This design comes from an exercise in tuning for small area, a short achievable clock period and few clock cycles on the open sky130 flow, not from production work. Where RTL was checked, it was by simulation tests only, not by an equivalence proof against the original. For runs 3 to 5 and 7, only the layout was checked, not whether the RTL still works.

`flow/run.sh`:
```
#!/bin/bash
# synth_recipe.tcl (not shown) runs the flow's synth.tcl, then flattens the netlist and writes it again
# the make line also repeats each setting of config.mk as NAME=value (left out here)
make -C /OpenROAD-flow-scripts/flow DESIGN_CONFIG=/design/flow/config.mk WORK_HOME=/design/flow/orfs CLKGATE_MAP_FILE= SYNTH_SCRIPT=/design/flow/synth_recipe.tcl finish
```
`flow/config.mk`:
```
export PLATFORM = sky130hd
export DESIGN_NAME = rational_arithmetic_unit
export DESIGN_NICKNAME = rational_arithmetic_unit
export VERILOG_FILES = /design/flow/design.v
export SDC_FILE = /design/flow/constraint.sdc
export NUM_CORES = 4
export LEC_CHECK = 0
export CAP_MARGIN = 20
export CORE_MARGIN = 2
export CORE_UTILIZATION = 40
export SETUP_SLACK_MARGIN = 4
export SLEW_MARGIN = 20
```
`flow/constraint.sdc`:
```
create_clock -name core_clock -period 11.0 [get_ports {clk}]
set_input_delay 2.2000 -clock core_clock [delete_from_list [all_inputs] [get_ports {clk}]]
set_output_delay 2.2000 -clock core_clock [all_outputs]
set_load 0.01 [all_outputs]
```
`flow/design.v`:
```
`timescale 1ns / 1ps
package rau_pkg;
  localparam logic [1:0] ACT_REDUCE = 2'd0;
  localparam logic [1:0] ACT_ADD    = 2'd1;
  localparam logic [1:0] ACT_MUL    = 2'd2;
  localparam logic [1:0] ACT_EQUAL  = 2'd3;
endpackage
`timescale 1ns / 1ps
module rau_ctrl (
  input  logic               clk,
  input  logic               rst,
  input  logic               in_valid,
  output logic               in_stall,
  input  logic [1:0]         action,
  input  logic [31:0]        first_num,
  input  logic [31:0]        first_den,
  input  logic [31:0]        second_num,
  input  logic [31:0]        second_den,
  input  logic               take,       
  output logic               full,       
  output logic               pq_eq,      
  output logic               pq_eqv,     
  output logic [63:0]        p,
  output logic [63:0]        q
);
  logic        busy, acc_now;
  logic [4:0]  cnt;
  logic [1:0]  act;
  logic [34:0] p_hi;
  logic [31:0] p_lo;
  logic [33:0] q_hi;
  logic [31:0] q_lo;
  assign in_stall = !acc_now;
  assign p = {p_hi[31:0], p_lo};
  assign q = {q_hi[31:0], q_lo};
  wire free  = !full || take;
  wire start = !busy && !acc_now && in_valid && free;
  wire run   = start || busy;
  wire [1:0] a_now = busy ? act : action;
  wire is_add = (a_now == rau_pkg::ACT_ADD);
  wire last  = (cnt == 5'd31);
  wire y1 = is_add ? second_den[cnt] : second_num[cnt];
  wire y2 = is_add & first_den[cnt];
  wire yq = second_den[cnt];
  wire [34:0] ta = y1 ? {{3{first_num[31]}}, first_num} : 35'd0;
  wire [34:0] tc = y2 ? {{3{second_num[31]}}, second_num} : 35'd0;
  wire [33:0] tb = yq ? {{2{first_den[31]}}, first_den} : 34'd0;
  wire [34:0] pacc = busy ? p_hi : 35'd0;
  wire [33:0] qacc = busy ? q_hi : 34'd0;
  wire [34:0] psum = pacc + (ta ^ {35{last}}) + (tc ^ {35{last}}) + {33'd0, last, 1'b0};
  wire [33:0] qsum = qacc + (tb ^ {34{last}}) + {33'd0, last};
  always_ff @(posedge clk) begin
    if (rst) begin
      busy <= 1'b0;
      acc_now <= 1'b0;
      full <= 1'b0;
      cnt <= 5'd0;
    end else begin
      acc_now <= 1'b0;
      if (take) full <= 1'b0;
      if (acc_now && in_valid) full <= 1'b1;
      if (start) begin
        act <= action;
        pq_eq <= (action == rau_pkg::ACT_EQUAL);
        if (action == rau_pkg::ACT_ADD || action == rau_pkg::ACT_MUL) begin
          busy <= 1'b1;
          cnt <= 5'd1;
        end else begin
          acc_now <= 1'b1;
        end
      end else if (busy) begin
        if (!in_valid) begin
          busy <= 1'b0;
          cnt <= 5'd0;
        end else begin
          cnt <= cnt + 5'd1;
          if (cnt == 5'd30) acc_now <= 1'b1;
          if (last) busy <= 1'b0;
        end
      end
    end
  end
  always_ff @(posedge clk) begin
    if (start && (action == rau_pkg::ACT_EQUAL))
      pq_eqv <= (first_num == second_num) && (first_den == second_den);
    if (start && action == rau_pkg::ACT_REDUCE) begin
      p_hi <= {{3{first_num[31]}}, {32{first_num[31]}}};
      p_lo <= first_num;
      q_hi <= {{2{first_den[31]}}, {32{first_den[31]}}};
      q_lo <= first_den;
    end else if (run && (busy || a_now[1] != a_now[0])) begin
      p_hi <= {psum[34], psum[34:1]};
      p_lo <= {psum[0], p_lo[31:1]};
      q_hi <= {qsum[33], qsum[33:1]};
      q_lo <= {qsum[0], q_lo[31:1]};
    end
  end
endmodule
`timescale 1ns / 1ps
module rau_datapath (
  input  logic               clk,
  input  logic               rst,
  input  logic               full,
  input  logic               pq_eq,
  input  logic               pq_eqv,
  input  logic [63:0]        p,
  input  logic [63:0]        q,
  output logic               take,
  output logic               out_valid,
  input  logic               out_stall,
  output logic [63:0]        out_num,
  output logic [63:0]        out_den,
  output logic               is_equal,
  output logic               status
);
  logic        busy, up, mode;
  logic [5:0]  s;
  logic [63:0] ra, rb;
  logic [64:0] xa, xb, ya, yb;
  wire done = (rb == 64'd0);
  assign out_valid = busy && done;
  assign out_num = yb[63:0];
  assign out_den = xb[63:0];
  assign take = full && (!busy || (done && !out_stall));
  wire [63:0] pm = p[63] ? (64'd0 - p) : p;
  wire [63:0] qm = q[63] ? (64'd0 - q) : q;
  wire zz = (p == 64'd0) && (q == 64'd0);
  wire [64:0] d1 = {1'b0, ra} - {1'b0, rb};
  wire [65:0] d2 = {2'b0, ra} - {1'b0, rb, 1'b0};
  wire c1 = !d1[64];
  wire c2 = !d2[65];
  wire [64:0] xs = mode ? (xa - xb) : (xa + xb);
  wire [64:0] ys = mode ? (ya - yb) : (ya + yb);
  wire [63:0] ra_n = c1 ? d1[63:0] : ra;
  wire [64:0] xa_n = c1 ? xs : xa;
  wire [64:0] ya_n = c1 ? ys : ya;
  wire shift_up = up && c2;
  wire swap = !shift_up && (s == 6'd0);
  always_ff @(posedge clk) begin
    if (rst) begin
      busy <= 1'b0;
    end else if (take) begin
      busy <= 1'b1;
    end else if (busy && done && !out_stall) begin
      busy <= 1'b0;
    end
  end
  always_ff @(posedge clk) begin
    if (take) begin
      s <= 6'd0;
      up <= 1'b1;
      is_equal <= pq_eq && pq_eqv;
      status <= !pq_eq && zz;
      mode <= p[63] ^ q[63];
      ra <= pm;
      rb <= pq_eq ? 64'd0 : qm;
      xa <= 65'd1;
      xb <= 65'd0;
      ya <= 65'd0;
      yb <= (pq_eq || zz) ? 65'd0 : 65'd1;
    end else begin
      if (shift_up) begin
        ra <= ra;
        xa <= xa;
        ya <= ya;
      end else if (swap) begin
        ra <= rb;
        xa <= xb;
        ya <= yb;
      end else begin
        ra <= ra_n;
        xa <= xa_n;
        ya <= ya_n;
      end
      if (!done) begin
        if (shift_up) begin
          s <= s + 6'd1;
          rb <= {rb[62:0], 1'b0};
          xb <= {xb[63:0], 1'b0};
          yb <= {yb[63:0], 1'b0};
        end else if (swap) begin
          up <= 1'b1;
          rb <= ra_n;
          xb <= xa_n;
          yb <= ya_n;
        end else begin
          s <= s - 6'd1;
          up <= 1'b0;
          rb <= {1'b0, rb[63:1]};
          xb <= {xb[64], xb[64:1]};
          yb <= {yb[64], yb[64:1]};
        end
      end
    end
  end
endmodule
`timescale 1ns / 1ps
module rational_arithmetic_unit #(
  parameter int OPERAND_WIDTH = 32
) (
  input  logic               clk,
  input  logic               rst,
  input  logic               in_valid,
  output logic               in_stall,
  input  logic [1:0]         action,
  input  logic signed [31:0] first_num,
  input  logic signed [31:0] first_den,
  input  logic signed [31:0] second_num,
  input  logic signed [31:0] second_den,
  output logic               out_valid,
  input  logic               out_stall,
  output logic signed [63:0] out_num,
  output logic signed [63:0] out_den,
  output logic               is_equal,
  output logic               status
);
  logic        take, full, pq_eq, pq_eqv;
  logic [63:0] p, q;
  rau_ctrl u_ctrl (.clk, .rst, .in_valid, .in_stall, .action, .first_num,
    .first_den, .second_num, .second_den, .take, .full, .pq_eq, .pq_eqv, .p, .q);
  rau_datapath u_dp (.clk, .rst, .full, .pq_eq, .pq_eqv, .p, .q, .take,
    .out_valid, .out_stall, .out_num, .out_den, .is_equal, .status);
endmodule
```
==> impl_results.md, run 1 <==
- Outcome: no timing/DRC/antenna violations
- Finished Core Util: 0.445
- EDFF count, synth: 331
- Seq/Total Area, Yosys: 0.263
- Arrival @ worst endpoint: 7.30 ns
- First DRT Iteration DRCs: 5,383
- Hold path endpoint: u_dp.s[4]
- Reg2reg start: u_dp.yb[22]
- Final cell count without fillers: 8,551
- Critical path class: input port to register
- Htree depth: 3
- Largest net degree at the start of global routing: 185
- Cells on worst reg2reg path: 19
- First-pass GRT wire length: 298 mm
- Die extent in y: 371 µm
- DP HPWL: 145 mm
- Distinct cell type count after synthesis: 96
- Final Hold Vio Count: 0
- Num rows: 134
- Root Driver: clkbuf_16
- Reg2reg setup slack: 4.37 ns
- Vias: 51,800
- Vias in the first global route: 48,400
- Dominant synthesized flop cell: edfxtp_1
- I/O pin cnt: 266
- Top Family by Delay on Critical Path: compound AO/OA/AOI/OAI gates
- Reg2reg end: u_dp.yb[61]
- Critical Path Slowest Stage Cell: fa_1
- Cell mode on critical path: a21o_1
- Worst-Skew Late Latency: 0.69 ns
- Critical-path cell list: dlygate4sd2_1 > mux4_2 > mux4_2 > o32a_1 > nand2_2 > o21ai_4 > clkbuf_16 > nand2_1 > xnor2_1 > fa_1 > ha_4 > a21o_1 > a21o_1 > a21oi_2 > o211ai_1 > a31o_2 > a221o_1 > a221oi_2 > o21ai_2 > a21o_1 > a21oi_2 > xor2_1 > o21ai_1
- RSZ-0062 raised after global routing: true
- Synth warn: 2
- Mean Syn Cell Area: 7.76 µm²
- TNS Setup: 0 ns
- Num CTS Buffers: 71
- Hold path depth: 2
- DRC: 0
- Clock slew seen by the registers of the worst setup and hold paths: 0.06 ns
- Max-slew headroom: 0.264
- Cell Count Post-Placement: 8,411
- Hold path start: u_dp.s[4]
- Async SR Flop Fraction: 0
- Worst-case clock buffer depth: 3
- Post-route clock period utilization: 0.627
- Worst-margin pin slew: 1.10 ns
- Detailed Routing Iterations Pass 1: 6
- # clock sinks: 542
- Total global-route track usage: 0.276
- Cells after synthesis: 6,926
- CTS tree: built
- Final setup vio count: 0
- Initial Utilization: 0.403
- Max-cap viol count: 0
- Diode count: 0
- DIE AREA: 137,000 µm²
- Antenna violations before repair: 0
- Wire length per cell: 23.0 µm
- #FFs+latches synth: 542
- IO buf count: 265
- Core footprint: 133,000 µm²
- WL final: 197 mm
- Slew Viols, Final: 0
- X dimension of the die: 371 µm
- Fmax: 145 MHz
- Fin crit period: 6.89 ns
- Buf/Inv on CP: 2
- DRT antenna net count: 0
- Placer congestion estimate: 0.959
- Share of cells above drive strength 1: 0.0526
- CP max FO: 8
- Grt ovf: 0
- Kind of end point of the critical path: register
- Setup Skew: 0.0474 ns
- Final nets: 7,236
- Area delta synth->final: 10.5%
- Post-Syn Area: 53,800 µm²
- Required time of the critical path: 11.41 ns
- Vias per Instance: 6.06
- Worst setup SP type: input port
- Worst hold-check path type: register to register
- Mapped Nets: 7,434
- Max stage delay on crit path: 0.53 ns
-- cell families after synthesis --
logic type	count (synthesis)	share of synthesized area
AOI/OAI and AO/OA	2232	0.260
and+or+nand+nor	2192	0.186
buffers and inverters	850	0.0693
xor gates and xnor gates	642	0.105
DFF	542	0.263
adders and majority gates	374	0.0926
muxes	94	0.0241
-- flip-flops by register name, summed over array words and instances (netlist names), 33 cells and up --
register	flops
u_ctrl.p_hi	34
u_ctrl.q_hi	33
u_dp.ra	64
u_dp.rb	64
u_dp.xa	65
u_dp.xb	65
u_dp.ya	65
u_dp.yb	65
-- metrics by stage --
stage	hold WS, ns	worst slack [ns]	cell area (µm²)
4_1_cts	0.481	3.96	59200
2_1_floorplan	0.448	4.00	53900
6_report	0.476	4.11	59400
3_5_place_dp	0.470	2.74	56600
3_3_place_gp	0.463	2.73	56600
5_1_grt	0.498	3.87	59400
-- synth_stat cells, drive strengths merged, types with 15 or more instances --
cell       n  area share
and3      39      0.0045
or4       31      0.0049
nand2    804       0.056
nand2b    35      0.0041
a221o     15      0.0028
edfxtp   331        0.18
o221ai    49      0.0080
o211ai   120       0.017
dfxtp    211       0.079
o21a      42      0.0059
mux2i     62       0.012
o22ai     22      0.0026
mux4      28       0.012
buf      200       0.023
o21bai    36      0.0050
fa        40       0.015
xor2     227       0.037
inv      237       0.017
a211oi   134       0.019
a21oi    702       0.065
nor2     660       0.046
or2       26      0.0031
o31ai     63      0.0091
nor2b     43      0.0050
nor4      73      0.0089
xnor2    415       0.068
and2      72      0.0084
nor3     110       0.010
o41ai     23      0.0039
ha       334       0.078
nand3    106      0.0099
a221oi    26      0.0042
a31oi     86       0.010
a21o     201       0.028
a22oi     30      0.0042
or3       47      0.0059
clkbuf   412       0.029
a21boi    18      0.0025
a2111oi   17      0.0028
o21ai    514       0.048
nand4    102       0.012
-- worst max-delay path by stage --
stage | from | cells after the start | slack [ns] | endpoint
floorplan | second_den[14] | 23 | 4.00 | u_ctrl.p_hi[32]
global placement | first_den[18] | 23 | 2.73 | u_ctrl.p_hi[32]
detailed placement | first_den[4] | 23 | 2.74 | u_ctrl.p_hi[32]
CTS | second_num[6] | 23 | 3.96 | u_ctrl.p_hi[32]
global route | second_den[10] | 24 | 3.87 | u_ctrl.p_hi[32]
finish | second_den[10] | 23 | 4.11 | u_ctrl.p_hi[32]
-- cells in the final DEF, fill, tap and decap left out, types with 120 or more instances in the layout --
cell type,instances
nand2_1,794
a21oi_1,693
nor2_1,655
o21ai_0,506
xnor2_1,413
edfxtp_1,331
ha_1,320
inv_1,233
xor2_1,227
dfxtp_1,210
a21o_1,199
clkdlybuf4s50_1,173
a211oi_1,131
o211ai_1,120
-- per-layer routing --
| layer | global-route usage | vias up | wire (µm) |
|---|---|---|---|
| met2 | 0.448 | 1987 | 89500 |
| li1 | - | 24600 | - |
| met3 | 0.0351 | 303 | 13300 |
| met5 | 0 | - | 0 |
| met1 | 0.375 | 24900 | 86700 |
| met4 | 0.0983 | 0 | 7120 |
-- cell type report --
| type | count | area [µm²] |
|---|---|---|
| clock buffers | 102 | 2040 |
| fillers | 13500 | 74000 |
| flip-flops and latches | 542 | 14200 |
| inverters | 238 | 912 |
| well taps | 1768 | 2210 |
| clock inverters | 26 | 388 |
| repair buffers | 341 | 3390 |
| multi-input cells | 5534 | 36300 |
-- worst reg2reg max path, cell delays in order (launching register included) --
cell and delay, ns:
edfxtp_1 0.52, or4_1 0.63, nor4_1 0.41, nor3b_1 0.27
nor2b_2 0.34, and3_2 0.39, and3_1 0.42, and2_1 0.41
nor2_1 0.09, xnor2_1 0.16, ha_1 0.44, nand4_1 0.22
or3_1 0.49, nor4_1 0.22, a31o_2 0.27, o31ai_1 0.16
nor4b_1 0.46, mux2i_1 0.30, o21ai_0 0.11, o21ai_0 0.19
-- timing repair --
action / CTS / global route
gates resized for setup: 54 / 91
cloned: 0 / 2
hold buffers: 0 / 0
setup endpoints to repair: 9 / 80
buffers inserted: 7 / 3
pin swaps: 9 / 28
Testbench counts, summed over its fixed seeds: cycles 19,214.
==> run 2, diff against run 1 <==
--- a/flow/config.mk
+++ b/flow/config.mk
@@ -9,4 +9,3 @@
 export CORE_MARGIN = 2
 export CORE_UTILIZATION = 40
-export SETUP_SLACK_MARGIN = 4
 export SLEW_MARGIN = 20
==> impl_results.md, run 2 <==
- Area delta synth->final: 9.38%
- Synth cell count leaders: nand2_1 (803), a21oi_1 (702), nor2_1 (660)
- Worst-case clock buffer depth: 3
- Most common cell after layout, fill and taps aside: nand2_1
- Fill cell count: 13,500
- # clock sinks: 542
- M1 WL: 86.1 mm
- Post-route clock period utilization: 0.720
- Fin crit period: 7.92 ns
- Wire length per cell: 23.0 µm
- Seq/Total Area, Yosys: 0.263
- Synth top area share: 0.185
- Largest net degree at the start of global routing: 214
- TNS Setup: 0 ns
- Vias: 51,500
- First DRT Iteration DRCs: 5,415
- Critical path class: input port to register
- X dimension of the die: 371 µm
- Worst setup SP type: input port
- Die extent in y: 371 µm
- Hold path depth: 2
- Async SR Flop Fraction: 0
- Area after DPL: 56,500 µm²
- Worst-margin pin slew: 1.14 ns
- RSZ-0062 raised after global routing: false
- DRT antenna net count: 0
- Max-slew headroom: 0.240
- Share of cells above drive strength 1: 0.0434
- Detailed Routing Iterations Pass 1: 7
- Num CTS Buffers: 73
- Dominant synthesized flop cell: edfxtp_1
- Worst-Skew Late Latency: 0.70 ns
- Area of the multi-input gates: 36,000 µm²
- Count leader, synth: nand2_1
- Cells after synthesis: 6,926
- Setup Skew: 0.0451 ns
- Max-cap viol count: 0
- First-pass GRT wire length: 299 mm
- DP HPWL: 145 mm
- Mean Syn Cell Area: 7.76 µm²
- #FFs+latches synth: 542
- Mapped Nets: 7,434
- Metal3 WL: 13.3 mm
- Required time of the critical path: 11.38 ns
- Kind of end point of the critical path: register
- Clock slew seen by the registers of the worst setup and hold paths: 0.06 ns
- Post-CTS setup buffers: 0
- Cells on worst reg2reg path: 20
- Synth area leader: edfxtp_1
- I/O pin cnt: 266
- Reg area: 14,200 µm²
- Fmax: 126 MHz
- Final Hold Vio Count: 0
- CP max FO: 32
- Final hold slack: 0.477 ns
- Hold_buf cts: 0
- Placer congestion estimate: 0.928
- EDFF count, synth: 331
- Commonest non-fill, non-tap cells in the layout: nand2_1 (799), a21oi_1 (700), nor2_1 (655), o21ai_0 (512), xnor2_1 (415)
- Arrival @ worst endpoint: 8.29 ns
- Critical Path Slowest Stage Cell: fa_1
- DIE AREA: 137,000 µm²
- Final setup vio count: 0
- Post-Syn Area: 53,800 µm²
- CTS tree: built
- Synth warn: 2
- Grt ovf: 0
- Final WS setup: 3.08 ns
- Initial Utilization: 0.403
- Outcome: no timing/DRC/antenna violations
- Diode count: 0
- Vias per Instance: 6.03
- Post-cts resize count: 0
- Met2 WL post-DR: 88.8 mm
- Top area cells in the synthesized netlist: edfxtp_1 (18%), dfxtp_1 (7.9%), ha_1 (7.8%)
- Worst hold-check path type: register to register
- Final nets: 7,219
- Vias in the first global route: 48,400
- Distinct cell type count after synthesis: 96
- IO buf count: 265
- WL final: 196 mm
- Total global-route track usage: 0.277
- Post-route cell area: 58,800 µm²
- DRC: 0
- Core footprint: 133,000 µm²
- Htree depth: 3
- Root Driver: clkbuf_16
- Antenna violations before repair: 1
- Place WS: 2.43 ns
- Critical-path cell list: clkdlybuf4s50_1 > mux4_2 > mux4_2 > mux2i_1 > o21ai_2 > buf_4 > nand2_1 > xnor2_1 > fa_1 > inv_1 > ha_1 > nor2b_1 > o21a_1 > o21ai_0 > a21oi_1 > o211a_1 > a211oi_1 > o211ai_1 > a31o_2 > a21o_1 > a21oi_1 > mux2i_1 > nand2_1
- Slew Viols, Final: 0
- Num rows: 134
- Max stage delay on crit path: 0.57 ns
- Highest routed layer: met4
## run 2: cell types whose count changed in the layout (fill, tap and decap cells not counted), sizes merged, moves of 13 or more
cell           delta
clkbuf           -18
buf              -17
dlygate4sd2      -29
clkinv           +13
clkdlybuf4s50    +92
dlymetal6s2s     -56
## run 2: kinds of logic after synthesis
logic type               count (synthesis)  synth area share
AND/OR/NAND/NOR                       2192             0.186
multiplexers                            94            0.0241
buffers and inverters                  850            0.0693
flip-flops                             542             0.263
adder cells (fa/ha/maj)                374            0.0926
AO/OA/AOI/OAI                         2232             0.260
XOR/XNOR                               642             0.105
## run 2: path summary, 6_finish.rpt
kind,from,endpoint,slack [ns]
hold / removal,u_dp.s[4],u_dp.s[4],0.48
hold reg to reg,u_dp.s[4],u_dp.s[4],0.48
setup reg to reg,u_dp.yb[21],u_dp.yb[60],3.76
setup / recovery,second_num[28],u_ctrl.p_hi[33],3.08
## run 2: layout make-up
type,instances,area share
sequential,542,0.241
inverter,238,0.0155
clock inverter,39,0.00579
clock buffer,92,0.0339
multi-input combinational,5534,0.613
tap,1768,0.0376
timing repair buffer,322,0.0536
## run 2: layer usage
layer  vias to the layer above  GRT usage
li1                      24500          -
met1                     24600      0.375
met2                      1984      0.446
met3                       307     0.0365
met4                         0      0.106
met5                         -          0
## run 2: through the flow
stage	utilization	instances
after floorplan	-	6926
after global placement	0.423	8404
after detailed placement	0.423	8404
after CTS	0.441	8535
after global routing	0.441	8535
final	0.441	8535
## run 2: worst max-delay path: cells and delay by family
family	cells	cell delay, ns
XOR/XNOR	1	0.09
adder cells (fa/ha/maj)	2	0.90
multiplexers	4	1.52
AND/OR/NAND/NOR	3	0.34
AO/OA/AOI/OAI	10	2.40
buffers and inverters	3	0.81
==> run 3, diff against run 2 <==
--- a/flow/design.v
+++ b/flow/design.v
@@ -24,7 +24,7 @@
   output logic [63:0]        q
 );
-  logic        busy, acc_now;
+  logic        busy, run, acc_now, last, is_add;
   logic [4:0]  cnt;
-  logic [1:0]  act;
+  logic        da, dc, dq;
   logic [34:0] p_hi;
   logic [31:0] p_lo;
@@ -34,18 +34,12 @@
   assign p = {p_hi[31:0], p_lo};
   assign q = {q_hi[31:0], q_lo};
-  wire free  = !full || take;
-  wire start = !busy && !acc_now && in_valid && free;
-  wire run   = start || busy;
-  wire [1:0] a_now = busy ? act : action;
-  wire is_add = (a_now == rau_pkg::ACT_ADD);
-  wire last  = (cnt == 5'd31);
-  wire y1 = is_add ? second_den[cnt] : second_num[cnt];
-  wire y2 = is_add & first_den[cnt];
-  wire yq = second_den[cnt];
-  wire [34:0] ta = y1 ? {{3{first_num[31]}}, first_num} : 35'd0;
-  wire [34:0] tc = y2 ? {{3{second_num[31]}}, second_num} : 35'd0;
-  wire [33:0] tb = yq ? {{2{first_den[31]}}, first_den} : 34'd0;
-  wire [34:0] pacc = busy ? p_hi : 35'd0;
-  wire [33:0] qacc = busy ? q_hi : 34'd0;
+  wire start = !busy && !acc_now && in_valid && (!full || take);
+  wire [4:0] nxt = busy ? cnt + 5'd1 : 5'd0;
+  wire add_now = busy ? is_add : (action == rau_pkg::ACT_ADD);
+  wire [34:0] ta = da ? {{3{first_num[31]}}, first_num} : 35'd0;
+  wire [34:0] tc = dc ? {{3{second_num[31]}}, second_num} : 35'd0;
+  wire [33:0] tb = dq ? {{2{first_den[31]}}, first_den} : 34'd0;
+  wire [34:0] pacc = run ? p_hi : 35'd0;
+  wire [33:0] qacc = run ? q_hi : 34'd0;
   wire [34:0] psum = pacc + (ta ^ {35{last}}) + (tc ^ {35{last}}) + {33'd0, last, 1'b0};
   wire [33:0] qsum = qacc + (tb ^ {34{last}}) + {33'd0, last};
@@ -55,5 +49,4 @@
       acc_now <= 1'b0;
       full <= 1'b0;
-      cnt <= 5'd0;
     end else begin
       acc_now <= 1'b0;
@@ -61,33 +54,34 @@
       if (acc_now && in_valid) full <= 1'b1;
       if (start) begin
-        act <= action;
-        pq_eq <= (action == rau_pkg::ACT_EQUAL);
-        if (action == rau_pkg::ACT_ADD || action == rau_pkg::ACT_MUL) begin
-          busy <= 1'b1;
-          cnt <= 5'd1;
-        end else begin
-          acc_now <= 1'b1;
-        end
+        if (action == rau_pkg::ACT_ADD || action == rau_pkg::ACT_MUL) busy <= 1'b1;
+        else acc_now <= 1'b1;
       end else if (busy) begin
-        if (!in_valid) begin
-          busy <= 1'b0;
-          cnt <= 5'd0;
-        end else begin
-          cnt <= cnt + 5'd1;
-          if (cnt == 5'd30) acc_now <= 1'b1;
-          if (last) busy <= 1'b0;
-        end
+        if (!in_valid || last) busy <= 1'b0;
+        if (in_valid && cnt == 5'd30) acc_now <= 1'b1;
       end
     end
   end
   always_ff @(posedge clk) begin
-    if (start && (action == rau_pkg::ACT_EQUAL))
+    da <= add_now ? second_den[nxt] : second_num[nxt];
+    dc <= add_now & first_den[nxt];
+    dq <= second_den[nxt];
+    if (start) begin
+      cnt <= 5'd0;
+      run <= 1'b0;
+      last <= 1'b0;
+      is_add <= (action == rau_pkg::ACT_ADD);
+      pq_eq <= (action == rau_pkg::ACT_EQUAL);
       pq_eqv <= (first_num == second_num) && (first_den == second_den);
-    if (start && action == rau_pkg::ACT_REDUCE) begin
+    end else if (busy) begin
+      run <= 1'b1;
+      cnt <= cnt + 5'd1;
+      last <= (cnt == 5'd30);
+    end
+    if (start) begin
       p_hi <= {{3{first_num[31]}}, {32{first_num[31]}}};
       p_lo <= first_num;
       q_hi <= {{2{first_den[31]}}, {32{first_den[31]}}};
       q_lo <= first_den;
-    end else if (run && (busy || a_now[1] != a_now[0])) begin
+    end else if (busy) begin
       p_hi <= {psum[34], psum[34:1]};
       p_lo <= {psum[0], p_lo[31:1]};
@@ -130,10 +124,15 @@
   wire c1 = !d1[64];
   wire c2 = !d2[65];
-  wire [64:0] xs = mode ? (xa - xb) : (xa + xb);
-  wire [64:0] ys = mode ? (ya - yb) : (ya + yb);
+  wire [66:0] d4 = {3'b0, ra} - {1'b0, rb, 2'b0};
+  wire c4 = !d4[66];
+  wire [65:0] xs1 = {xa, 1'b1} + {xb ^ {65{mode}}, mode};
+  wire [65:0] ys1 = {ya, 1'b1} + {yb ^ {65{mode}}, mode};
+  wire [64:0] xs = xs1[65:1];
+  wire [64:0] ys = ys1[65:1];
   wire [63:0] ra_n = c1 ? d1[63:0] : ra;
   wire [64:0] xa_n = c1 ? xs : xa;
   wire [64:0] ya_n = c1 ? ys : ya;
   wire shift_up = up && c2;
+  wire shift_two = up && c4;
   wire swap = !shift_up && (s == 6'd0);
   always_ff @(posedge clk) begin
@@ -174,5 +173,10 @@
       end
       if (!done) begin
-        if (shift_up) begin
+        if (shift_two) begin
+          s <= s + 6'd2;
+          rb <= {rb[61:0], 2'b0};
+          xb <= {xb[62:0], 2'b0};
+          yb <= {yb[62:0], 2'b0};
+        end else if (shift_up) begin
           s <= s + 6'd1;
           rb <= {rb[62:0], 1'b0};
==> impl_results.md, run 3 <==
- EDFF count, synth: 330
- Fin crit period: 6.80 ns
- Required time of the critical path: 11.39 ns
- Cells after synthesis: 7,070
- Post-Syn Area: 55,100 µm²
- Synth warn: 2
- Slew Viols, Final: 0
- Num CTS Buffers: 74
- Cells on worst reg2reg path: 11
- Vias: 54,800
- DRT antenna net count: 0
- Largest net degree at the start of global routing: 182
- First-pass GRT wire length: 327 mm
- Post-cts resize count: 0
- Hold path depth: 2
- CTS tree: built
- DP HPWL: 157 mm
- Synth area leader: edfxtp_1
- Top area cells in the synthesized netlist: edfxtp_1 (18%), ha_1 (8.9%), dfxtp_1 (7.9%)
- Mean Syn Cell Area: 7.79 µm²
- First DRT Iteration DRCs: 5,900
- Setup Skew: 0.0302 ns
- Die extent in y: 375 µm
- Count leader, synth: nand2_1
- Max-slew headroom: 0.230
- DIE AREA: 141,000 µm²
- Vias in the first global route: 51,700
- M1 GR Usage: 0.395
- Hold path endpoint: u_dp.ya[46]
- Reg2reg end: u_ctrl.p_lo[5]
- Worst-margin pin slew: 1.15 ns
- Antenna violations before repair: 2
- Placer congestion estimate: 0.974
- Fmax: 147 MHz
- Worst-Skew Late Latency: 0.69 ns
- Max-cap viol count: 0
- Htree depth: 3
- Area delta synth->final: 9.84%
- Met3 Usage GRT: 0.0435
- Total global-route track usage: 0.298
- Root Driver: clkbuf_16
- Clock slew seen by the registers of the worst setup and hold paths: 0.06 ns
- TNS Setup: 0 ns
- Reg2reg setup slack: 4.56 ns
- #FFs+latches synth: 546
- Met2 usage: 0.475
- Share of cells above drive strength 1: 0.0416
- IO buf count: 265
- Detailed Routing Iterations Pass 1: 9
- Mapped Nets: 7,635
- Synth top area share: 0.180
- Synth cell count leaders: nand2_1 (875), o21ai_0 (670), a21oi_1 (667)
- Wire length per cell: 24.9 µm
- Critical path class: input port to register
- Reg2reg start: u_dp.rb[33]
- Final nets: 7,452
- Worst setup SP type: input port
- Hold_buf cts: 0
- Commonest non-fill, non-tap cells in the layout: nand2_1 (870), o21ai_0 (669), a21oi_1 (666), nor2_1 (532), ha_1 (393)
- Core footprint: 137,000 µm²
- Final setup vio count: 0
- CP max FO: 3
- Grt ovf: 0
- Worst-case clock buffer depth: 3
- X dimension of the die: 375 µm
- GRT busiest layer: met2
- Most common cell after layout, fill and taps aside: nand2_1
- Initial Utilization: 0.402
- Worst hold-check path type: register to register
- Outcome: no timing/DRC/antenna violations
- Final hold slack: 0.466 ns
- Post-CTS setup buffers: 0
- Dominant synthesized flop cell: edfxtp_1
- Final Hold Vio Count: 0
- RSZ-0062 raised after global routing: false
- Kind of end point of the critical path: register
- Num rows: 136
- Async SR Flop Fraction: 0
- Distinct cell type count after synthesis: 86
- WL final: 217 mm
- Fill cell count: 13,700
- Vias per Instance: 6.27
- Seq/Total Area, Yosys: 0.259
- Hold path start: u_dp.ya[46]
- Post-route clock period utilization: 0.618
- # clock sinks: 546
- Arrival @ worst endpoint: 7.19 ns
- DRC: 0
- I/O pin cnt: 266
## run 3: cell types whose count changed after synthesis, sizes merged, moves of 29 or more
cell | before | now
xnor2 | 415 | 284
o22ai | 22 | 87
xor2 | 227 | 367
o21ai | 514 | 676
o21bai | 36 | 65
a21oi | 702 | 667
o211ai | 120 | 82
a21o | 201 | 142
inv | 237 | 182
nor2 | 660 | 545
nand2 | 804 | 875
ha | 334 | 393
a22oi | 30 | 74
## run 3: per-layer routing
| layer | wire length (µm) | up-vias | share of wire |
|---|---|---|---|
| li1 | - | 25500 | - |
| met1 | 91600 | 26300 | 0.42 |
| met2 | 96900 | 2600 | 0.45 |
| met3 | 17600 | 453 | 0.081 |
| met4 | 11400 | 2 | 0.053 |
| met5 | 13 | - | 0.000060 |
## run 3: logic make-up after synthesis
family | share of synthesized area
multiplexers | 0.0244
AO/OA/AOI/OAI | 0.273
buffers and inverters | 0.0619
flip-flops | 0.259
AND/OR/NAND/NOR | 0.176
XOR/XNOR | 0.104
adder cells (fa/ha/maj) | 0.103
## run 3: per-stage QoR
| step | std cells | util | instance area [µm²] | setup slack [ns] |
|---|---|---|---|---|
| final | 8744 | 0.442 | 60500 | 4.20 |
| after global placement | 8605 | 0.423 | 58000 | 3.55 |
| after detailed placement | 8605 | 0.424 | 58000 | 3.58 |
| after floorplan | 7070 | - | 55100 | 4.61 |
| after CTS | 8741 | 0.441 | 60500 | 4.28 |
| after global routing | 8741 | 0.441 | 60500 | 3.83 |
## run 3: how the worst max path moves through the flow
stage | end | slack (ns) | start | depth (start not counted)
2_1_floorplan | u_ctrl.p_hi[0] | 4.61 | out_stall | 7
3_3_place_gp | u_ctrl.p_hi[31] | 3.55 | first_num[0] | 19
3_5_place_dp | u_ctrl.p_hi[33] | 3.58 | first_num[0] | 19
4_1_cts | u_ctrl.p_hi[33] | 4.28 | first_num[0] | 19
5_1_grt | u_ctrl.p_hi[33] | 3.83 | first_num[0] | 19
6_report | u_ctrl.p_hi[33] | 4.20 | first_num[0] | 19
## run 3: layout make-up
cell class / instances / area [µm²] / share of cell area
flip-flops and latches: 546 / 14200 / 0.235
multi-input cells: 5745 / 37600 / 0.622
well taps: 1794 / 2240 / 0.0371
inverters: 184 / 707 / 0.0117
clock inverters: 33 / 374 / 0.00619
diodes: 3 / 7.51 / 0.000124
repair buffers: 336 / 3240 / 0.0535
clock buffers: 103 / 2080 / 0.0344
## run 3: critical path, stage by stage
cell and delay [ns]:
clkdlybuf4s50_1 0.55, nand2_1 0.09, xnor2_1 0.16, fa_1 0.58, inv_1 0.05, ha_1 0.18
or2_2 0.30, fa_1 0.41, a21oi_1 0.22, o21ai_0 0.13, a21oi_1 0.32, o31ai_1 0.21
a311oi_1 0.55, a211oi_1 0.25, o211ai_1 0.30, nand2_1 0.13, a21oi_1 0.29, a31o_2 0.20
a211oi_1 0.06
==> run 4, diff against run 3 <==
--- a/flow/config.mk
+++ b/flow/config.mk
@@ -9,3 +9,4 @@
 export CORE_MARGIN = 2
 export CORE_UTILIZATION = 40
+export SETUP_SLACK_MARGIN = 5
 export SLEW_MARGIN = 20
==> impl_results.md, run 4 <==
- Outcome: no timing/DRC/antenna violations
- WL final: 219 mm
- Num rows: 136
- DIE AREA: 141,000 µm²
- Clock slew seen by the registers of the worst setup and hold paths: 0.06 ns
- Dominant synthesized flop cell: edfxtp_1
- I/O pin cnt: 266
- Final nets: 7,462
- Critical path class: register to register
- Htree depth: 3
- Synth warn: 2
- Die extent in y: 375 µm
- Required time of the critical path: 11.41 ns
- Max-slew headroom: 0.237
- Finished Core Util: 0.443
- #FFs+latches synth: 546
- Worst hold-check path type: register to register
- First-pass GRT wire length: 328 mm
- Top area cells in the synthesized netlist: edfxtp_1 (18%), ha_1 (8.9%), dfxtp_1 (7.9%)
- Worst-Skew Late Latency: 0.69 ns
- Num CTS Buffers: 73
- Count leader, synth: nand2_1
- Worst setup SP type: register
- TNS Setup: 0 ns
- Mapped Nets: 7,635
- IO buf count: 265
- Reg2reg end: u_dp.rb[21]
- Initial Utilization: 0.402
- DRC: 0
- X dimension of the die: 375 µm
- Post-Syn Area: 55,100 µm²
- Cells after synthesis: 7,070
- Hold path depth: 2
- CTS tree: built
- # clock sinks: 546
- Hold path start: u_dp.xa[43]
- Cells on worst reg2reg path: 13
- Synth top area share: 0.180
- Grt ovf: 0
- Reg2reg start: u_dp.rb[57]
- Max-cap viol count: 0
- Final Hold Vio Count: 0
- Mean Syn Cell Area: 7.79 µm²
- Share of cells above drive strength 1: 0.0444
- Final setup vio count: 0
- Synth area leader: edfxtp_1
- Post-route cell area: 60,600 µm²
- Most common cell after layout, fill and taps aside: nand2_1
- Commonest non-fill, non-tap cells in the layout: nand2_1 (867), o21ai_0 (667), a21oi_1 (660), nor2_1 (533), ha_1 (392)
- Seq/Total Area, Yosys: 0.259
- Largest net degree at the start of global routing: 178
- Synth cell count leaders: nand2_1 (875), o21ai_0 (670), a21oi_1 (667)
- Setup Skew: 0.0355 ns
- Placer congestion estimate: 0.963
- Vias per Instance: 6.27
- DRT antenna net count: 0
- Antenna violations before repair: 6
- Distinct cell type count after synthesis: 86
- Slew Viols, Final: 0
- Fmax: 167 MHz
- RSZ-0062 raised after global routing: true
- Fin crit period: 5.98 ns
- Detailed Routing Iterations Pass 1: 9
- Total global-route track usage: 0.300
- Hold path endpoint: u_dp.xa[43]
- Vias in the first global route: 51,500
- CP max FO: 147
- Worst-margin pin slew: 1.14 ns
- Vias: 54,900
- Post-route clock period utilization: 0.544
- Area after DPL: 58,100 µm²
- First DRT Iteration DRCs: 5,903
- DP HPWL: 156 mm
- Core footprint: 137,000 µm²
- Reg2reg setup slack: 5.02 ns
- Arrival @ worst endpoint: 6.39 ns
- Area delta synth->final: 10.1%
- Wire length per cell: 25.1 µm
- Async SR Flop Fraction: 0
- EDFF count, synth: 330
- Worst-case clock buffer depth: 3
- Hold_buf cts: 0
- Root Driver: clkbuf_16
- Kind of end point of the critical path: register
[run 4: cell types whose count changed in the layout (fill, tap and decap cells not counted), sizes merged, moves of 3 or more]
cell,before,now
clkdlybuf4s50,265,248
dlymetal6s2s,0,15
buf,71,82
clkinv,22,18
inv,186,183
[run 4: area by class of cell]
| cell class | count | area [µm²] |
|---|---|---|
| well taps | 1794 | 2240 |
| repair buffers | 347 | 3370 |
| inverters | 184 | 709 |
| multi-input cells | 5745 | 37700 |
| fillers | 13800 | 76300 |
| diodes | 2 | 5.00 |
| clock buffers | 100 | 2030 |
| flip-flops and latches | 546 | 14200 |
| clock inverters | 30 | 359 |
[run 4: repair_timing]
| item | 4_1_cts | 5_1_grt |
|---|---|---|
| buffers inserted | 5 | 3 |
| endpoints found under the setup margin | 58 | 91 |
| resized for setup | 12 | 33 |
| pin swaps | 9 | 16 |
| hold endpoints to repair | 0 | 0 |
[run 4: critical path: stages (launching register included)]
cell and delay [ns]:
edfxtp_1 0.60, inv_1 0.23, ha_1 0.35, nand3_1 0.07
nor3_1 0.47, nand4b_1 0.31, a211oi_1 0.40, o21ai_0 0.27
a21boi_4 0.54, buf_12 0.40, nand2_4 0.83, o221ai_1 0.48
o31a_1 0.20, a31oi_1 0.04
[run 4: per-stage QoR]
| stage | worst slack, ns | hold slack (ns) | cells |
|---|---|---|---|
| 2_1_floorplan | 5.03 | 0.433 | 7070 |
| 3_3_place_gp | 3.75 | 0.454 | 8607 |
| 3_5_place_dp | 3.80 | 0.463 | 8608 |
| 4_1_cts | 5.05 | 0.471 | 8743 |
| 5_1_grt | 4.90 | 0.486 | 8746 |
| 6_report | 5.02 | 0.475 | 8748 |
[run 4: how the worst max path moves through the flow]
| stage | slack, ns | endpoint | start | depth (start not counted) |
|---|---|---|---|---|
| floorplan | 5.03 | u_ctrl.p_hi[33] | first_num[0] | 18 |
| global placement | 3.75 | u_ctrl.p_hi[31] | second_num[0] | 19 |
| detailed placement | 3.80 | u_ctrl.p_hi[33] | first_num[0] | 19 |
| CTS | 5.05 | u_ctrl.p_hi[32] | first_num[4] | 17 |
| global route | 4.90 | u_dp.rb[38] | u_dp.rb[0] | 16 |
| finish | 5.02 | u_dp.rb[21] | u_dp.rb[57] | 13 |
[run 4: cells by family after synthesis]
kind of cell,synth area share
buffers and inverters,0.0619
flip-flops,0.259
adder cells (fa/ha/maj),0.103
AND/OR/NAND/NOR,0.176
multiplexers,0.0244
XOR/XNOR,0.104
AO/OA/AOI/OAI,0.273
[run 4: metal layers]
layer,global-route usage,routed length [µm]
met1,0.397,91900
met2,0.471,96900
met3,0.0477,18500
met4,0.152,11800
met5,0,40
==> run 5, diff against run 4 <==
==> flow/flow/run.sh (new file) <==
#!/bin/bash
# Standard layout, with the timing repair aimed below the clock period.
set -euo pipefail
bash standard.sh finish SETUP_SLACK_MARGIN=7 > flow_orfs.log 2>&1
==> flow/standard.sh (new file) <==
#!/bin/bash
# synth_recipe.tcl (not shown) runs the flow's synth.tcl, then flattens the netlist and writes it again
# the make line also repeats each setting of config.mk as NAME=value (left out here)
make -C /OpenROAD-flow-scripts/flow DESIGN_CONFIG=/design/flow/config.mk WORK_HOME=/design/flow/orfs CLKGATE_MAP_FILE= SYNTH_SCRIPT=/design/flow/synth_recipe.tcl "${@:-finish}"
--- a/flow/config.mk
+++ b/flow/config.mk
@@ -9,4 +9,3 @@
 export CORE_MARGIN = 2
 export CORE_UTILIZATION = 40
-export SETUP_SLACK_MARGIN = 5
 export SLEW_MARGIN = 20
removed: flow/run.sh
==> impl_results.md, run 5 <==
- Vias in the first global route: 57,600
- RSZ-0062 raised after global routing: true
- Hold path start: u_dp.xa[17]
- Detailed Routing Iterations Pass 1: 9
- Required time of the critical path: 11.40 ns
- Antenna violations before repair: 21
- Final setup vio count: 0
- #FFs+latches synth: 546
- Dominant synthesized flop cell: edfxtp_1
- Post-route cell area: 79,200 µm²
- Kind of end point of the critical path: register
- First-pass GRT wire length: 390 mm
- Mapped Nets: 7,635
- Num rows: 136
- Final Hold Vio Count: 0
- Top area cells in the synthesized netlist: edfxtp_1 (18%), ha_1 (8.9%), dfxtp_1 (7.9%)
- Mux contribution to synthesized area: 0.0244
- Simple-gate share of the synthesized area: 0.176
- Core footprint: 137,000 µm²
- Worst hold-check path type: register to register
- Htree depth: 3
- Initial Utilization: 0.402
- Place WS: 4.11 ns
- Most common cell after layout, fill and taps aside: nand2_1
- First DRT Iteration DRCs: 9,352
- Area delta synth->final: 43.8%
- Mean Syn Cell Area: 7.79 µm²
- Synth area leader: edfxtp_1
- Placer congestion estimate: 0.974
- Fmax: 184 MHz
- IO buf count: 265
- TNS Setup: 0 ns
- Clock slew seen by the registers of the worst setup and hold paths: 0.06 ns
- Fin crit period: 5.45 ns
- Largest net degree at the start of global routing: 103
- Finished Core Util: 0.578
- Total global-route track usage: 0.368
- Cells after synthesis: 7,070
- Share of cells above drive strength 1: 0.290
- Worst-margin pin slew: 1.33 ns
- X dimension of the die: 375 µm
- Critical Path Source: first_num[0]
- Root Driver: clkbuf_16
- Synth top area share: 0.180
- Arrival @ worst endpoint: 5.85 ns
- Final nets: 8,281
- Max-slew headroom: 0.108
- Vias per Instance: 6.75
- Critical path class: input port to register
- Worst setup SP type: input port
- I/O pin cnt: 266
- Post-route clock period utilization: 0.495
- DRT antenna net count: 0
- Worst-Skew Late Latency: 0.71 ns
- Outcome: no timing/DRC/antenna violations
- Reg2reg start: u_ctrl.last
- Worst-case clock buffer depth: 3
- Adder-Cell Fraction of Synth Area: 0.103
- Compound-gate portion of the synthesized area: 0.273
- Final WS setup: 5.55 ns
- Largest family of logic cells by synthesized area: compound AO/OA/AOI/OAI gates
- DRC: 0
- Commonest non-fill, non-tap cells in the layout: nand2_1 (774), a21oi_1 (509), nor2_1 (460), buf_4 (432), xor2_1 (360)
- Num CTS Buffers: 73
- DP HPWL: 161 mm
- CTS tree: built
- Grt ovf: 0
- Count leader, synth: nand2_1
- Seq/Total Area, Yosys: 0.259
- Synth warn: 2
- CP max FO: 3
- EDFF count, synth: 330
- Post-Syn Area: 55,100 µm²
- Die extent in y: 375 µm
- WL final: 307 mm
- Synth cell count leaders: nand2_1 (875), o21ai_0 (670), a21oi_1 (667)
- Distinct cell type count after synthesis: 86
- Vias: 64,600
- Xor/xnor share of the synthesized area: 0.104
- Area after DPL: 58,500 µm²
- Slew Viols, Final: 0
- DIE AREA: 141,000 µm²
- Wire length per cell: 32.0 µm
- # clock sinks: 546
- Fill cell count: 11,600
- Async SR Flop Fraction: 0
- Setup Skew: 0.0414 ns
- Max-cap viol count: 0
## run 5: changes by cell type in the layout (fill, tap and decap cells not counted), sizes merged, moves of 5 or more
cell	change
clkdlybuf4s50	-68
diode	+6
buf	+761
clkinv	+8
clkinvlp	+5
nand2	+12
dlymetal6s2s	-5
dlygate4sd2	+30
bufbuf	+13
clkbuf	+58
## run 5: path summary, 6_finish.rpt
kind,slack (ns),to,cells after the start
worst max-delay path,5.55,u_ctrl.p_hi[33],19
worst min-delay path,0.48,u_dp.xa[17],2
worst max register to register,5.62,u_ctrl.p_hi[33],18
worst min register to register,0.48,u_dp.xa[17],2
## run 5: logic make-up (layout without fill, tap and decap cells)
group	count (synthesis)	count (layout)
other	0	8
flip-flops	546	546
multiplexers	112	112
AO/OA/AOI/OAI	2410	2410
buffers and inverters	779	1468
adder cells (fa/ha/maj)	431	431
XOR/XNOR	651	651
AND/OR/NAND/NOR	2141	2159
## run 5: worst max-delay path, cell delays in order
cell      delay, ns
buf_8          0.08
nand2_4        0.05
xnor2_4        0.14
fa_1           0.60
inv_1          0.05
ha_2           0.17
or2_4          0.23
fa_2           0.36
a21oi_2        0.17
o21ai_1        0.09
a21oi_2        0.21
o31ai_4        0.11
a311oi_4       0.34
a211oi_2       0.16
o211ai_1       0.27
nand2_1        0.15
a21oi_2        0.23
a31o_2         0.19
a211oi_2       0.05
## run 5: final cells by class
cell class                      count  area [µm²]  area share
Multi-Input combinational cell   5763       44800       0.566
Timing Repair Buffer             1144       14400       0.182
Sequential cell                   546       14300       0.181
Tap cell                         1794        2240      0.0284
Clock buffer                       95        2130      0.0269
Inverter                          184         786     0.00992
Clock inverter                     41         462     0.00583
Timing Repair inverter              4        35.0    0.000442
Antenna cell                        8        20.0    0.000253
## run 5: metal layers
metal,global-route usage,vias up,wire length (µm)
met1,0.448,30700,104000
li1,-,27300,-
met2,0.574,4985,127000
met4,0.272,24,33900
met5,0,-,386
met3,0.0798,1666,40700
## run 5: through the flow
stage	cells	hold WS, ns
after floorplan	7070	0.436
after global placement	8607	0.449
after detailed placement	8607	0.458
after CTS	9227	0.468
after global routing	9571	0.495
final	9579	0.476
## run 5: what timing repair did
action,4_1_cts,5_1_grt
pin swaps,286,575
hold buffers,0,0
gates cloned,86,80
setup buffers,398,264
setup endpoints to repair,918,607
gates resized for setup,1106,1326
==> run 6, diff against run 5 <==
--- a/flow/design.v
+++ b/flow/design.v
@@ -108,9 +108,8 @@
   output logic               status
 );
-  logic        busy, up, mode;
+  logic        busy, up, mode, done;
   logic [5:0]  s;
   logic [63:0] ra, rb;
   logic [64:0] xa, xb, ya, yb;
-  wire done = (rb == 64'd0);
   assign out_valid = busy && done;
   assign out_num = yb[63:0];
@@ -136,4 +135,5 @@
   wire shift_two = up && c4;
   wire swap = !shift_up && (s == 6'd0);
+  wire rem_zero = c1 ? (ra == rb) : (ra == 64'd0);
   always_ff @(posedge clk) begin
     if (rst) begin
@@ -147,4 +147,5 @@
   always_ff @(posedge clk) begin
     if (take) begin
+      done <= pq_eq || (q == 64'd0);
       s <= 6'd0;
       up <= 1'b1;
@@ -184,4 +185,5 @@
           yb <= {yb[63:0], 1'b0};
         end else if (swap) begin
+          done <= rem_zero;
           up <= 1'b1;
           rb <= ra_n;
==> flow/run.sh (new file) <==
#!/bin/bash
# synth_recipe.tcl (not shown) runs the flow's synth.tcl, then flattens the netlist and writes it again
# the make line also repeats each setting of config.mk as NAME=value (left out here)
make -C /OpenROAD-flow-scripts/flow DESIGN_CONFIG=/design/flow/config.mk WORK_HOME=/design/flow/orfs CLKGATE_MAP_FILE= SYNTH_SCRIPT=/design/flow/synth_recipe.tcl finish
--- a/flow/config.mk
+++ b/flow/config.mk
@@ -9,3 +9,4 @@
 export CORE_MARGIN = 2
 export CORE_UTILIZATION = 40
+export SETUP_SLACK_MARGIN = 5
 export SLEW_MARGIN = 20
removed: flow/flow/run.sh
removed: flow/standard.sh
==> impl_results.md, run 6 <==
- Antenna violations before repair: 4
- Reg area: 14,300 µm²
- Hold path start: u_dp.xa[31]
- Vias in the first global route: 51,600
- EDFF count, synth: 330
- Max-slew headroom: 0.248
- Root Driver: clkbuf_16
- DRC: 0
- Total global-route track usage: 0.296
- Worst-margin pin slew: 1.13 ns
- Kind of end point of the critical path: register
- Worst-case clock buffer depth: 3
- Mapped Nets: 7,636
- Hold path endpoint: u_dp.xa[31]
- Fin crit period: 5.96 ns
- Reg2reg start: u_dp.rb[29]
- IO buf count: 265
- Initial Utilization: 0.402
- Seq/Total Area, Yosys: 0.258
- Placer congestion estimate: 0.981
- Slew Viols, Final: 0
- Area of the multi-input gates: 37,900 µm²
- Worst-Skew Late Latency: 0.69 ns
- Reg2reg end: u_dp.rb[53]
- Vias per Instance: 6.28
- Post-route clock period utilization: 0.542
- Largest net degree at the start of global routing: 182
- Hold_buf cts: 0
- Htree depth: 3
- Top Family by Delay on Critical Path: simple AND/OR/NAND/NOR gates
- Worst setup SP type: register
- Die extent in y: 376 µm
- CTS tree: built
- Most common cell after layout, fill and taps aside: nand2_1
- Outcome: no timing/DRC/antenna violations
- Diode count: 0
- Dominant synthesized flop cell: edfxtp_1
- Buf/Inv on CP: 4
- Synth warn: 2
- Cells after synthesis: 7,071
- Post-Syn Area: 55,200 µm²
- WL final: 219 mm
- I/O pin cnt: 266
- Final setup vio count: 0
- First-pass GRT wire length: 326 mm
- Num rows: 136
- Async SR Flop Fraction: 0
- Critical path class: register to register
- Required time of the critical path: 11.46 ns
- Share of cells above drive strength 1: 0.0506
- # clock sinks: 547
- CP max FO: 50
- Grt ovf: 0
- DIE AREA: 141,000 µm²
- Setup Skew: 0.0348 ns
- Detailed Routing Iterations Pass 1: 10
- Wire length per cell: 25.0 µm
- Reg2reg setup slack: 5.04 ns
- Synth area leader: edfxtp_1
- #FFs+latches synth: 547
- Final nets: 7,443
- Synth top area share: 0.179
- Max-cap viol count: 0
- DP HPWL: 157 mm
- Synth cell count leaders: nand2_1 (860), o21ai_0 (683), a21oi_1 (672)
- Core footprint: 137,000 µm²
- Vias: 54,800
- Area delta synth->final: 10.1%
- Hold path depth: 2
- Worst hold-check path type: register to register
- RSZ-0062 raised after global routing: true
- Cells on worst reg2reg path: 14
- Mean Syn Cell Area: 7.81 µm²
- Num CTS Buffers: 73
- Critical-path cell list: inv_1 > ha_1 > nand4_1 > nor4_1 > nand2_1 > a221oi_1 > o31ai_4 > and2_4 > buf_4 > buf_4 > nor2_2 > buf_4 > a22oi_1 > o311ai_0
- First DRT Iteration DRCs: 5,940
- Arrival @ worst endpoint: 6.43 ns
- DRT antenna net count: 0
- Distinct cell type count after synthesis: 86
- Critical Path Slowest Stage Cell: a221oi_1
- X dimension of the die: 376 µm
- Cell mode on critical path: buf_4
- Count leader, synth: nand2_1
- Clock slew seen by the registers of the worst setup and hold paths: 0.06 ns
- Max stage delay on crit path: 0.87 ns
- Final Hold Vio Count: 0
- Commonest non-fill, non-tap cells in the layout: nand2_1 (853), o21ai_0 (682), a21oi_1 (665), nor2_1 (500), ha_1 (389)
- Fill cell count: 13,800
- TNS Setup: 0 ns
- Fmax: 168 MHz
- Top area cells in the synthesized netlist: edfxtp_1 (18%), ha_1 (8.9%), dfxtp_1 (7.9%)
## run 6: cell types whose count changed in the layout (fill, tap and decap cells not counted), sizes merged, moves of 43 or more
| cell | change |
|---|---|
| clkdlybuf4s50 | +74 |
| buf | -749 |
| clkbuf | -61 |
| a21o | +66 |
| nor3 | -43 |
## run 6: worst max-delay path by stage
stage | start | end | slack (ns) | cells past startpoint
floorplan | first_num[0] | u_ctrl.p_hi[33] | 4.84 | 19
global placement | second_num[0] | u_ctrl.p_hi[33] | 3.68 | 20
detailed placement | second_num[0] | u_ctrl.p_hi[33] | 3.68 | 20
CTS | first_num[0] | u_ctrl.p_hi[33] | 4.92 | 20
global route | second_num[0] | u_ctrl.p_hi[33] | 4.95 | 20
finish | u_dp.rb[29] | u_dp.rb[53] | 5.04 | 14
## run 6: cell families after synthesis
kind of cell	synth area share
buffers and inverters	0.0629
adder cells (fa/ha/maj)	0.103
multiplexers	0.0193
XOR/XNOR	0.103
AO/OA/AOI/OAI	0.284
AND/OR/NAND/NOR	0.170
flip-flops	0.258
## run 6: worst register-to-register path: stages (launching register included)
cell and delay, ns:
edfxtp_1 0.45, inv_1 0.14, ha_1 0.35, nand4_1 0.14, nor4_1 0.67, nand2_1 0.18, a221oi_1 0.87, o31ai_4 0.26
and2_4 0.42, buf_4 0.33, buf_4 0.40, nor2_2 0.71, buf_4 0.46, a22oi_1 0.24, o311ai_0 0.13
## run 6: repair_timing
item,CTS,global route
resized for setup,20,44
setup buffers,1,9
gates cloned,1,2
setup endpoints to repair,38,202
pin swaps,12,19
## run 6: per-layer routing
layer	vias up	wire, µm	track usage	part of all wire
met5	-	31	0	0.00014
met4	4	10400	0.134	0.048
met3	442	16200	0.0367	0.074
met2	2437	98800	0.478	0.45
met1	26400	93100	0.396	0.43
li1	25500	-	-	-
## run 6: final cells by class
| cell class | count | area share |
|---|---|---|
| clock buffers | 98 | 0.0350 |
| clock inverters | 32 | 0.00339 |
| inverters | 168 | 0.0107 |
| multi-input cells | 5731 | 0.623 |
| flip-flops and latches | 547 | 0.234 |
| well taps | 1794 | 0.0369 |
| repair buffers | 357 | 0.0567 |
## run 6: through the flow
step | util | setup WS [ns] | area, µm² | hold slack, ns | cells
2_1_floorplan | - | 4.84 | 55300 | 0.433 | 7071
3_3_place_gp | 0.423 | 3.68 | 58100 | 0.458 | 8583
3_5_place_dp | 0.423 | 3.68 | 58100 | 0.471 | 8583
4_1_cts | 0.441 | 4.92 | 60500 | 0.480 | 8715
5_1_grt | 0.443 | 4.95 | 60800 | 0.500 | 8727
6_report | 0.443 | 5.04 | 60800 | 0.477 | 8727
Testbench counts of run 6, summed over its fixed seeds: cycles 17,495.
==> run 7, diff against run 6 <==
--- a/flow/design.v
+++ b/flow/design.v
@@ -24,5 +24,7 @@
   output logic [63:0]        q
 );
-  logic        busy, run, acc_now, last, is_add;
+  logic        ofull, busy, run, last, is_add;
+  logic [1:0]  oact;
+  logic [31:0] oa, ob, oc, od;
   logic [4:0]  cnt;
   logic        da, dc, dq;
@@ -31,13 +33,15 @@
   logic [33:0] q_hi;
   logic [31:0] q_lo;
-  assign in_stall = !acc_now;
+  assign in_stall = ofull;
   assign p = {p_hi[31:0], p_lo};
   assign q = {q_hi[31:0], q_lo};
-  wire start = !busy && !acc_now && in_valid && (!full || take);
+  wire accept = in_valid && !ofull;
+  wire prod = (oact == rau_pkg::ACT_ADD) || (oact == rau_pkg::ACT_MUL);
+  wire start = ofull && !busy && (!full || take);
   wire [4:0] nxt = busy ? cnt + 5'd1 : 5'd0;
-  wire add_now = busy ? is_add : (action == rau_pkg::ACT_ADD);
-  wire [34:0] ta = da ? {{3{first_num[31]}}, first_num} : 35'd0;
-  wire [34:0] tc = dc ? {{3{second_num[31]}}, second_num} : 35'd0;
-  wire [33:0] tb = dq ? {{2{first_den[31]}}, first_den} : 34'd0;
+  wire add_now = (oact == rau_pkg::ACT_ADD);
+  wire [34:0] ta = da ? {{3{oa[31]}}, oa} : 35'd0;
+  wire [34:0] tc = dc ? {{3{oc[31]}}, oc} : 35'd0;
+  wire [33:0] tb = dq ? {{2{ob[31]}}, ob} : 34'd0;
   wire [34:0] pacc = run ? p_hi : 35'd0;
   wire [33:0] qacc = run ? q_hi : 34'd0;
@@ -46,31 +50,41 @@
   always_ff @(posedge clk) begin
     if (rst) begin
+      ofull <= 1'b0;
       busy <= 1'b0;
-      acc_now <= 1'b0;
       full <= 1'b0;
     end else begin
-      acc_now <= 1'b0;
       if (take) full <= 1'b0;
-      if (acc_now && in_valid) full <= 1'b1;
+      if (accept) ofull <= 1'b1;
       if (start) begin
-        if (action == rau_pkg::ACT_ADD || action == rau_pkg::ACT_MUL) busy <= 1'b1;
-        else acc_now <= 1'b1;
-      end else if (busy) begin
-        if (!in_valid || last) busy <= 1'b0;
-        if (in_valid && cnt == 5'd30) acc_now <= 1'b1;
+        if (prod) begin
+          busy <= 1'b1;
+        end else begin
+          ofull <= 1'b0;
+          full <= 1'b1;
+        end
+      end else if (busy && last) begin
+        busy <= 1'b0;
+        ofull <= 1'b0;
+        full <= 1'b1;
       end
     end
   end
   always_ff @(posedge clk) begin
-    da <= add_now ? second_den[nxt] : second_num[nxt];
-    dc <= add_now & first_den[nxt];
-    dq <= second_den[nxt];
+    if (accept) begin
+      oact <= action;
+      oa <= first_num;
+      ob <= first_den;
+      oc <= second_num;
+      od <= second_den;
+    end
+    da <= add_now ? od[nxt] : oc[nxt];
+    dc <= add_now & ob[nxt];
+    dq <= od[nxt];
     if (start) begin
       cnt <= 5'd0;
       run <= 1'b0;
       last <= 1'b0;
-      is_add <= (action == rau_pkg::ACT_ADD);
-      pq_eq <= (action == rau_pkg::ACT_EQUAL);
-      pq_eqv <= (first_num == second_num) && (first_den == second_den);
+      pq_eq <= (oact == rau_pkg::ACT_EQUAL);
+      pq_eqv <= (oa == oc) && (ob == od);
     end else if (busy) begin
       run <= 1'b1;
@@ -79,8 +93,8 @@
     end
     if (start) begin
-      p_hi <= {{3{first_num[31]}}, {32{first_num[31]}}};
-      p_lo <= first_num;
-      q_hi <= {{2{first_den[31]}}, {32{first_den[31]}}};
-      q_lo <= first_den;
+      p_hi <= {{3{oa[31]}}, {32{oa[31]}}};
+      p_lo <= oa;
+      q_hi <= {{2{ob[31]}}, {32{ob[31]}}};
+      q_lo <= ob;
     end else if (busy) begin
       p_hi <= {psum[34], psum[34:1]};
==> flow/flow/run.sh (new file) <==
#!/bin/bash
# Standard layout, with the timing repair aimed below the clock period.
set -euo pipefail
bash standard.sh finish SETUP_SLACK_MARGIN=6.5 > flow_orfs.log 2>&1
==> flow/standard.sh (new file) <==
#!/bin/bash
# synth_recipe.tcl (not shown) runs the flow's synth.tcl, then flattens the netlist and writes it again
# the make line also repeats each setting of config.mk as NAME=value (left out here)
make -C /OpenROAD-flow-scripts/flow DESIGN_CONFIG=/design/flow/config.mk WORK_HOME=/design/flow/orfs CLKGATE_MAP_FILE= SYNTH_SCRIPT=/design/flow/synth_recipe.tcl "${@:-finish}"
--- a/flow/config.mk
+++ b/flow/config.mk
@@ -9,4 +9,3 @@
 export CORE_MARGIN = 2
 export CORE_UTILIZATION = 40
-export SETUP_SLACK_MARGIN = 5
 export SLEW_MARGIN = 20
removed: flow/run.sh
==> impl_results.md, run 7 <==
- Outcome: no timing/DRC/antenna violations
- Max-cap viol count: 0
- Share of cells above drive strength 1: 0.0771
- Worst setup SP type: register
- First-pass GRT wire length: 341 mm
- Final cell count without fillers: 9,096
- Root Driver: clkbuf_16
- WL final: 234 mm
- CP max FO: 43
- Dominant synthesized flop cell: edfxtp_1
- Core footprint: 146,000 µm²
- Setup Skew: 0.0388 ns
- DIE AREA: 150,000 µm²
- Die extent in y: 387 µm
- Mapped Nets: 7,729
- Worst-margin pin slew: 1.15 ns
- Total global-route track usage: 0.294
- Cells after synthesis: 7,164
- TNS Setup: 0 ns
- Detailed Routing Iterations Pass 1: 8
- First DRT Iteration DRCs: 6,630
- Initial Utilization: 0.403
- CTS tree: built
- Area delta synth->final: 14.9%
- Slew Viols, Final: 0
- Vias in the first global route: 53,100
- Num CTS Buffers: 83
- Commonest non-fill, non-tap cells in the layout: nand2_1 (850), a21oi_1 (659), o21ai_0 (622), nor2_1 (569), edfxtp_1 (459)
- Mean Syn Cell Area: 8.19 µm²
- Clock slew seen by the registers of the worst setup and hold paths: 0.06 ns
- Post-route cell area: 67,400 µm²
- Wire length per cell: 25.7 µm
- Most common cell after layout, fill and taps aside: nand2_1
- Arrival @ worst endpoint: 5.27 ns
- Async SR Flop Fraction: 0
- Fin crit period: 4.70 ns
- Synth top area share: 0.235
- Top Family by Delay on Critical Path: compound AO/OA/AOI/OAI gates
- # clock sinks: 676
- Fmax: 213 MHz
- Cell Count Post-Placement: 8,823
- Final nets: 7,679
- Synth warn: 2
- Num rows: 140
- Htree depth: 3
- Max-slew headroom: 0.231
- Synth area leader: edfxtp_1
- DRT antenna net count: 0
- EDFF count, synth: 459
- Critical Path Slowest Stage Cell: edfxtp_1
- Count leader, synth: nand2_1
- Grt ovf: 0
- DRC: 0
- IO buf count: 265
- Vias per Instance: 6.26
- Antenna violations before repair: 6
- Kind of end point of the critical path: register
- Buf/Inv on CP: 4
- Top area cells in the synthesized netlist: edfxtp_1 (24%), ha_1 (8.4%), dfxtp_1 (7.4%)
- Worst-case clock buffer depth: 3
- Post-Syn Area: 58,600 µm²
- Worst hold-check path type: register to register
- RSZ-0062 raised after global routing: true
- DP HPWL: 156 mm
- #FFs+latches synth: 676
- X dimension of the die: 387 µm
- Critical-path cell list: ha_1 > a21oi_1 > nor2b_1 > o21ai_0 > a21oi_2 > a2111oi_4 > o211a_4 > o211ai_1 > bufbuf_16 > buf_16 > buf_16 > nor2_1 > buf_4 > a21oi_1 > a211oi_2 > xnor2_1 > nor2_1
- Final setup vio count: 0
run 7: what timing repair did:
item | in CTS | in global routing
pin swaps | 23 | 44
resized for setup | 198 | 127
hold buffers | 0 | 0
endpoints found under the setup margin | 767 | 557
setup buffers | 37 | 48
cloned | 26 | 12
run 7: path summary, 6_finish.rpt:
kind | end | slack [ns] | cells after the start
max | u_dp.s[5] | 6.30 | 17
max reg2reg | u_dp.s[5] | 6.30 | 17
min | u_dp.ya[28] | 0.47 | 2
min reg2reg | u_dp.ya[28] | 0.47 | 2
run 7: layout make-up:
cell class                      instances  area, µm²
Clock buffer                          110       2270
Clock inverter                         38        399
Inverter                              189        778
Fill cell                           14300      78200
Tap cell                             1917       2400
Antenna cell                            2       5.00
Sequential cell                       676      18100
Timing Repair Buffer                  439       5030
Multi-Input combinational cell       5718      38300
Timing Repair inverter                  7       52.6
run 7: worst register-to-register path, stage by stage (launching register included):
cell	delay [ns]
edfxtp_1	0.52
ha_1	0.36
a21oi_1	0.16
nor2b_1	0.06
o21ai_0	0.33
a21oi_2	0.17
a2111oi_4	0.50
o211a_4	0.30
o211ai_1	0.15
bufbuf_16	0.38
buf_16	0.26
buf_16	0.21
nor2_1	0.26
buf_4	0.33
a21oi_1	0.14
a211oi_2	0.26
xnor2_1	0.14
nor2_1	0.05
run 7: logic make-up (layout without fill, tap and decap cells):
| family | after synthesis | count (layout) | synth area share |
|---|---|---|---|
| adders and majority gates | 431 | 431 | 0.0968 |
| xor gates and xnor gates | 652 | 652 | 0.0974 |
| and+or+nand+nor | 2131 | 2137 | 0.163 |
| AOI/OAI and AO/OA | 2409 | 2411 | 0.257 |
| buffers and inverters | 778 | 783 | 0.0581 |
| other | 0 | 2 | 0 |
| muxes | 87 | 87 | 0.0179 |
| DFF | 676 | 676 | 0.309 |
run 7: per-layer routing:
layer	track usage	up-vias	share of wire
met5	0	-	0.00011
met4	0.127	4	0.051
met3	0.0515	529	0.093
met2	0.462	2878	0.44
met1	0.396	27300	0.42
li1	-	26200	-
run 7: through the flow:
stage / setup slack (ns) / hold WS [ns] / util
2_1_floorplan: 5.76 / 0.437 / -
3_3_place_gp: 4.34 / 0.446 / 0.424
3_5_place_dp: 4.37 / 0.455 / 0.424
4_1_cts: 6.33 / 0.466 / 0.455
5_1_grt: 6.28 / 0.495 / 0.463
6_report: 6.30 / 0.472 / 0.463

## port drivers added, routing unchanged
In the flow no input, the clock included, has a driving cell. The finished layouts below were timed again as built, in two steps.
Step 1 sets driving cells, clkbuf_16 on the clock port and buf_2 on the other inputs (assumed; they add their load-dependent delay and slew).
Step 2 adds t to the input delays and takes it off the output delays; t is the mean of the earliest and latest rising clock arrival at the registers after step 1. Input paths then give back, and output paths get back, about the clock's delay inside the block.
a / b / c = ideal / step 1 / step 2; a / b = the first two.
run | t, ns | setup slack, ns | hold WS [ns] | worst slew at a driven data input, ns | pins driven straight from the clock port
run 1 | 0.745 | 4.106 / 4.165 / 3.420 | 0.476 / 0.476 / 0.476 | 0.06 | 1
run 2 | 0.749 | 3.082 / 3.132 / 2.383 | 0.477 / 0.477 / 0.477 | 0.06 | 1
run 3 | 0.759 | 4.201 / 4.261 / 3.502 | 0.466 / 0.466 / 0.466 | 0.05 | 1
run 4 | 0.756 | 5.021 / 5.008 / 4.531 | 0.475 / 0.475 / 0.475 | 0.09 | 1
run 5 | 0.772 | 5.553 / 5.586 / 4.815 | 0.476 / 0.476 / 0.476 | 0.08 | 1
run 6 | 0.746 | 5.038 / 5.038 / 4.407 | 0.477 / 0.477 / 0.477 | 0.06 | 1
run 7 | 0.780 | 6.299 / 6.299 / 5.821 | 0.472 / 0.472 / 0.472 | 0.05 | 1
After both steps setup and hold are still met in every run listed. For run 5, which loses most, drivers alone change the setup slack by +0.033 ns; drivers and shift together by -0.738 ns.
